Context: an optimization exercise on an open-source flow, tuned for small area. The choices shown serve that exercise and are no tape-out recipe. Function was checked by simulation only, so behaviour that the tests miss may differ from the original. Power figures rest on the tool's default switching activity, not on a simulated workload.

delta:
// rv_core_shell
module rv_core_shell (
  input  logic                    clk_i,
  input  logic                    rst_ni,
  input  logic                    fetch_enable_i,
  input  logic                    core_busy_i,
  input  logic                    debug_req_i,
  input  logic                    irq_pending_i,
  input  logic                    irq_nm_i,
  input  logic                    rf_we_i,
  input  rv_shell_pkg::reg_addr_t rf_waddr_i,
  input  logic [32-1:0]     rf_wdata_i,
  input  rv_shell_pkg::reg_addr_t rf_raddr_a_i,
  input  rv_shell_pkg::reg_addr_t rf_raddr_b_i,
  output logic [32-1:0]     rf_rdata_a_o,
  output logic [32-1:0]     rf_rdata_b_o,
  output logic                    core_sleep_o,
  output logic                    alert_major_o
);
Size in the first run: about 2100 cells after synthesis, ~120 I/O pins, ~0.040 mm2 of cells after synthesis.
Settings: LEC_CHECK=0, CAP_MARGIN=20, CORE_MARGIN=2, CORE_UTILIZATION=70, SLEW_MARGIN=20, SYNTH_HIERARCHICAL=1; clock period 6.0 ns.
run.sh (not shown) runs the stock make flow with config.mk's settings and CLKGATE_MAP_FILE= SYNTH_SCRIPT=/design/flow/synth_recipe.tcl, a recipe that flattens the netlist after the stock synthesis.
delta: complete, dirty (capacitance limit, slew limit, setup timing)
Input changes introduced in alpha (baseline for comparison: delta):
- CORE_UTILIZATION now 50, was 70
- CTS_BUF_LIST now sky130_fd_sc_hd__clkbuf_4 sky130_fd_sc_hd__clkbuf_8, previously not set
--- outcome ---
The flow did not stop early for alpha: all stages ran, and the layout cleared the timing, design-rule and antenna checks. alpha against delta: final period utilization lost 2.3 points, number of max-slew violations in the final report lost 15, placeable core area picked up an extra 0.023 mm2, combinational power picked up an extra 2.7%. Delta (alpha minus delta): clock insertion delay at the later pin of the skew report rose 0.18 ns; overall routed net length moved down; number of global-route vias before repair shows a reduction of about 7%; number of resized instances in the post-cts repair step shows no meaningful change. In the reports for delta and alpha, the larger worst clock skew belongs to alpha.


The RTL this note starts from:
==> flow/design.v <==
`default_nettype none
package rv_shell_pkg;
  typedef logic [5-1:0] reg_addr_t;
endpackage
`default_nettype wire
`timescale 1ns/1ns
`default_nettype none
module rv_wake_ctrl (
  input  logic clk_i,
  input  logic rst_ni,
  input  logic fetch_enable_i,
  input  logic core_busy_i,
  input  logic debug_req_i,
  input  logic irq_pending_i,
  input  logic irq_nm_i,
  output logic clock_en_o,
  output logic core_sleep_o
);
  logic fetch_enable_q;
  logic core_busy_q;
  logic wake_src;
  always_ff @(posedge clk_i or negedge rst_ni) begin
    if (!rst_ni) begin
      fetch_enable_q <= 1'b0;
    end else if (fetch_enable_i) begin
      fetch_enable_q <= 1'b1;
    end
  end
  always_ff @(posedge clk_i or negedge rst_ni) begin
    if (!rst_ni) begin
      core_busy_q <= 1'b0;
    end else begin
      core_busy_q <= core_busy_i;
    end
  end
  assign wake_src     = core_busy_q | debug_req_i | irq_pending_i | irq_nm_i;
  assign clock_en_o   = fetch_enable_q & wake_src;
  assign core_sleep_o = ~clock_en_o;
endmodule
`default_nettype wire
`timescale 1ns/1ns
`default_nettype none
module rv_regfile_ecc (
  input  logic                    clk_i,
  input  logic                    rst_ni,
  input  logic                    clock_en_i,
  input  logic                    we_i,
  input  rv_shell_pkg::reg_addr_t waddr_i,
  input  logic [32-1:0]     wdata_i,
  input  rv_shell_pkg::reg_addr_t raddr_a_i,
  input  rv_shell_pkg::reg_addr_t raddr_b_i,
  output logic [32-1:0]     rdata_a_o,
  output logic [32-1:0]     rdata_b_o
);
  logic [32-1:1] we_dec;
  logic [32-1:1] valid_q;
  logic [32-1:1] sel_a;
  logic [32-1:1] sel_b;
  logic                    wr_go;
  logic [32-1:0] mem_q [32-1:1];
  assign wr_go = clock_en_i & we_i;
  for (genvar i = 1; i < 32; i++) begin : gen_entry
    assign we_dec[i] = wr_go && (waddr_i == 5'(i));
    always_ff @(posedge clk_i or negedge rst_ni) begin
      if (!rst_ni) begin
        valid_q[i] <= 1'b0;
      end else if (we_dec[i]) begin
        valid_q[i] <= 1'b1;
      end
    end
    always_ff @(posedge clk_i) begin
      if (we_dec[i]) begin
        mem_q[i] <= wdata_i;
      end
    end
    assign sel_a[i] = valid_q[i] && (raddr_a_i == 5'(i));
    assign sel_b[i] = valid_q[i] && (raddr_b_i == 5'(i));
  end
  for (genvar b = 0; b < 32; b++) begin : gen_bit
    logic [32-1:1] col;
    for (genvar i = 1; i < 32; i++) begin : gen_col
      assign col[i] = mem_q[i][b];
    end
    rv_rf_rdbit u_rd_a (.sel_i(sel_a), .d_i(col), .q_o(rdata_a_o[b]));
    rv_rf_rdbit u_rd_b (.sel_i(sel_b), .d_i(col), .q_o(rdata_b_o[b]));
  end
endmodule
`default_nettype wire
module rv_rf_rdbit (
  input  logic [32-1:1] sel_i,
  input  logic [32-1:1] d_i,
  output logic                    q_o
);
  logic [10:0] grp_n;
  logic [2:0]  part;
  for (genvar g = 0; g < 10; g++) begin : gen_grp
    rv_rf_aoi3 u_aoi (
      .s_i (sel_i[3*g+3:3*g+1]),
      .d_i (d_i[3*g+3:3*g+1]),
      .y_o (grp_n[g])
    );
  end
  assign grp_n[10] = ~(sel_i[31] & d_i[31]);
  assign part[0] = ~&grp_n[3:0];
  assign part[1] = ~&grp_n[7:4];
  assign part[2] = ~&grp_n[10:8];
  assign q_o     = |part;
endmodule
module rv_rf_aoi3 (
  input  logic [2:0] s_i,
  input  logic [2:0] d_i,
  output logic       y_o
);
  assign y_o = ~|(s_i & d_i);
endmodule
`default_nettype wire
`timescale 1ns/1ns
`default_nettype none
module rv_rf_check (
  output logic alert_major_o
);
  assign alert_major_o = 1'b0;
endmodule
`default_nettype wire
`timescale 1ns/1ns
`default_nettype none
module rv_core_shell (
  input  logic                    clk_i,
  input  logic                    rst_ni,
  input  logic                    fetch_enable_i,
  input  logic                    core_busy_i,
  input  logic                    debug_req_i,
  input  logic                    irq_pending_i,
  input  logic                    irq_nm_i,
  input  logic                    rf_we_i,
  input  rv_shell_pkg::reg_addr_t rf_waddr_i,
  input  logic [32-1:0]     rf_wdata_i,
  input  rv_shell_pkg::reg_addr_t rf_raddr_a_i,
  input  rv_shell_pkg::reg_addr_t rf_raddr_b_i,
  output logic [32-1:0]     rf_rdata_a_o,
  output logic [32-1:0]     rf_rdata_b_o,
  output logic                    core_sleep_o,
  output logic                    alert_major_o
);
  logic clock_en;
  rv_wake_ctrl u_wake_ctrl (
    .clk_i          (clk_i),
    .rst_ni         (rst_ni),
    .fetch_enable_i (fetch_enable_i),
    .core_busy_i    (core_busy_i),
    .debug_req_i    (debug_req_i),
    .irq_pending_i  (irq_pending_i),
    .irq_nm_i       (irq_nm_i),
    .clock_en_o     (clock_en),
    .core_sleep_o   (core_sleep_o)
  );
  rv_regfile_ecc u_regfile (
    .clk_i      (clk_i),
    .rst_ni     (rst_ni),
    .clock_en_i (clock_en),
    .we_i       (rf_we_i),
    .waddr_i    (rf_waddr_i),
    .wdata_i    (rf_wdata_i),
    .raddr_a_i  (rf_raddr_a_i),
    .raddr_b_i  (rf_raddr_b_i),
    .rdata_a_o  (rf_rdata_a_o),
    .rdata_b_o  (rf_rdata_b_o)
  );
  rv_rf_check u_rf_check (
    .alert_major_o (alert_major_o)
  );
endmodule
`default_nettype wire
clock: 6.0 ns
lec_check: 0
cap_margin: 10
core_margin: 2
core_utilization: 50
slew_margin: 10
synth_hierarchical: 1
standard.sh (not shown) runs the stock make flow with config.mk's settings and CLKGATE_MAP_FILE= SYNTH_SCRIPT=/design/flow/synth_recipe.tcl, a recipe that flattens the netlist after the stock synthesis.
==> flow/flow/run.sh <==
#!/bin/bash
# Standard ORFS layout with two changes: the port buffers are plain
# buf_1 cells (the resizer may still upsize them), and clock tree synthesis
# clusters more registers per leaf buffer, uses one clock buffer type and
# inserts no dummy loads. After global routing, gates off the critical
# paths are downsized (ORFS's power recovery step, RECOVER_POWER).
set -euo pipefail
bash standard.sh \
  "RECOVER_POWER=100" \
  "BUFFER_PORTS_ARGS=-buffer_cell sky130_fd_sc_hd__buf_1" \
  "CTS_ARGS=-sink_clustering_enable -sink_clustering_size 16 -sink_clustering_max_diameter 100 -repair_clock_nets -dont_use_dummy_load -buf_list {sky130_fd_sc_hd__clkbuf_8}" \
  finish > standard_flow.log 2>&1
The first run ran to the end with violations: max-capacitance violations, max-slew violations.
Change:
--- a/flow/flow/run.sh
+++ b/flow/flow/run.sh
@@ -5,2 +5 @@
-# inserts no dummy loads. After global routing, gates off the critical
-# paths are downsized (ORFS's power recovery step, RECOVER_POWER).
+# inserts no dummy loads.
@@ -9 +7,0 @@
-  "RECOVER_POWER=100" \
With this change the flow went through all stages and came out clean.
Clock skew stays flat.
Sequential power hardly moves.
Setup slack improves by 100 ps.
Via count stays flat.
Register-to-register slack improved by 2000 ps.
Power barely changes.
Utilization rose by 0.53 points.
Critical path depth went up by 1.
Hold slack barely changes.
Non-clock buffer count is unchanged.
Change:
- CORE_UTILIZATION: 50 -> 60
Outcome:
- power fell by 0.38%
- final area fell by 0.49%
- final cell count fell by 5.3%
- via count fell by 0.96%
- setup slack improved by 15 ps
- utilization rose by 11 points
- combinational power barely changes
- die area fell by 16%
- non-clock buffer count rose by 4
- area after synthesis stays the same

## re-timing with driven ports
No port has a modelled driver above. Below, the same layouts with a new extraction and two added sets of constraints. Step 1 sets driving cells, clkbuf_16 on the clock port and buf_2 on the other inputs (assumed; they add their load-dependent delay and slew). Step 2 adds t to the input delays and takes it off the output delays; t is the mean of the earliest and latest rising clock arrival at the registers after step 1. Input paths then give back, and output paths get back, about the clock's delay inside the block. a / b / c = ideal / step 1 / step 2; a / b = the first two.
run	t (ns)	slack for setup (ns)	latest minus earliest clock arrival (ns)
delta	0.733	-0.094 / -0.140 / -0.140	0.017 / 0.018
alpha	0.895	0.041 / 0.009 / 0.009	0.068 / 0.068
the first run of note 2	0.756	0.433 / 0.428 / -0.289	0.070 / 0.069
the second run of note 2	0.756	0.535 / 0.509 / 0.509	0.072 / 0.073
the third run of note 2	0.724	0.550 / 0.519 / 0.519	0.108 / 0.108
For the first run of note 2, which loses most, drivers alone change the setup slack by -0.005 ns; drivers and shift together by -0.722 ns.
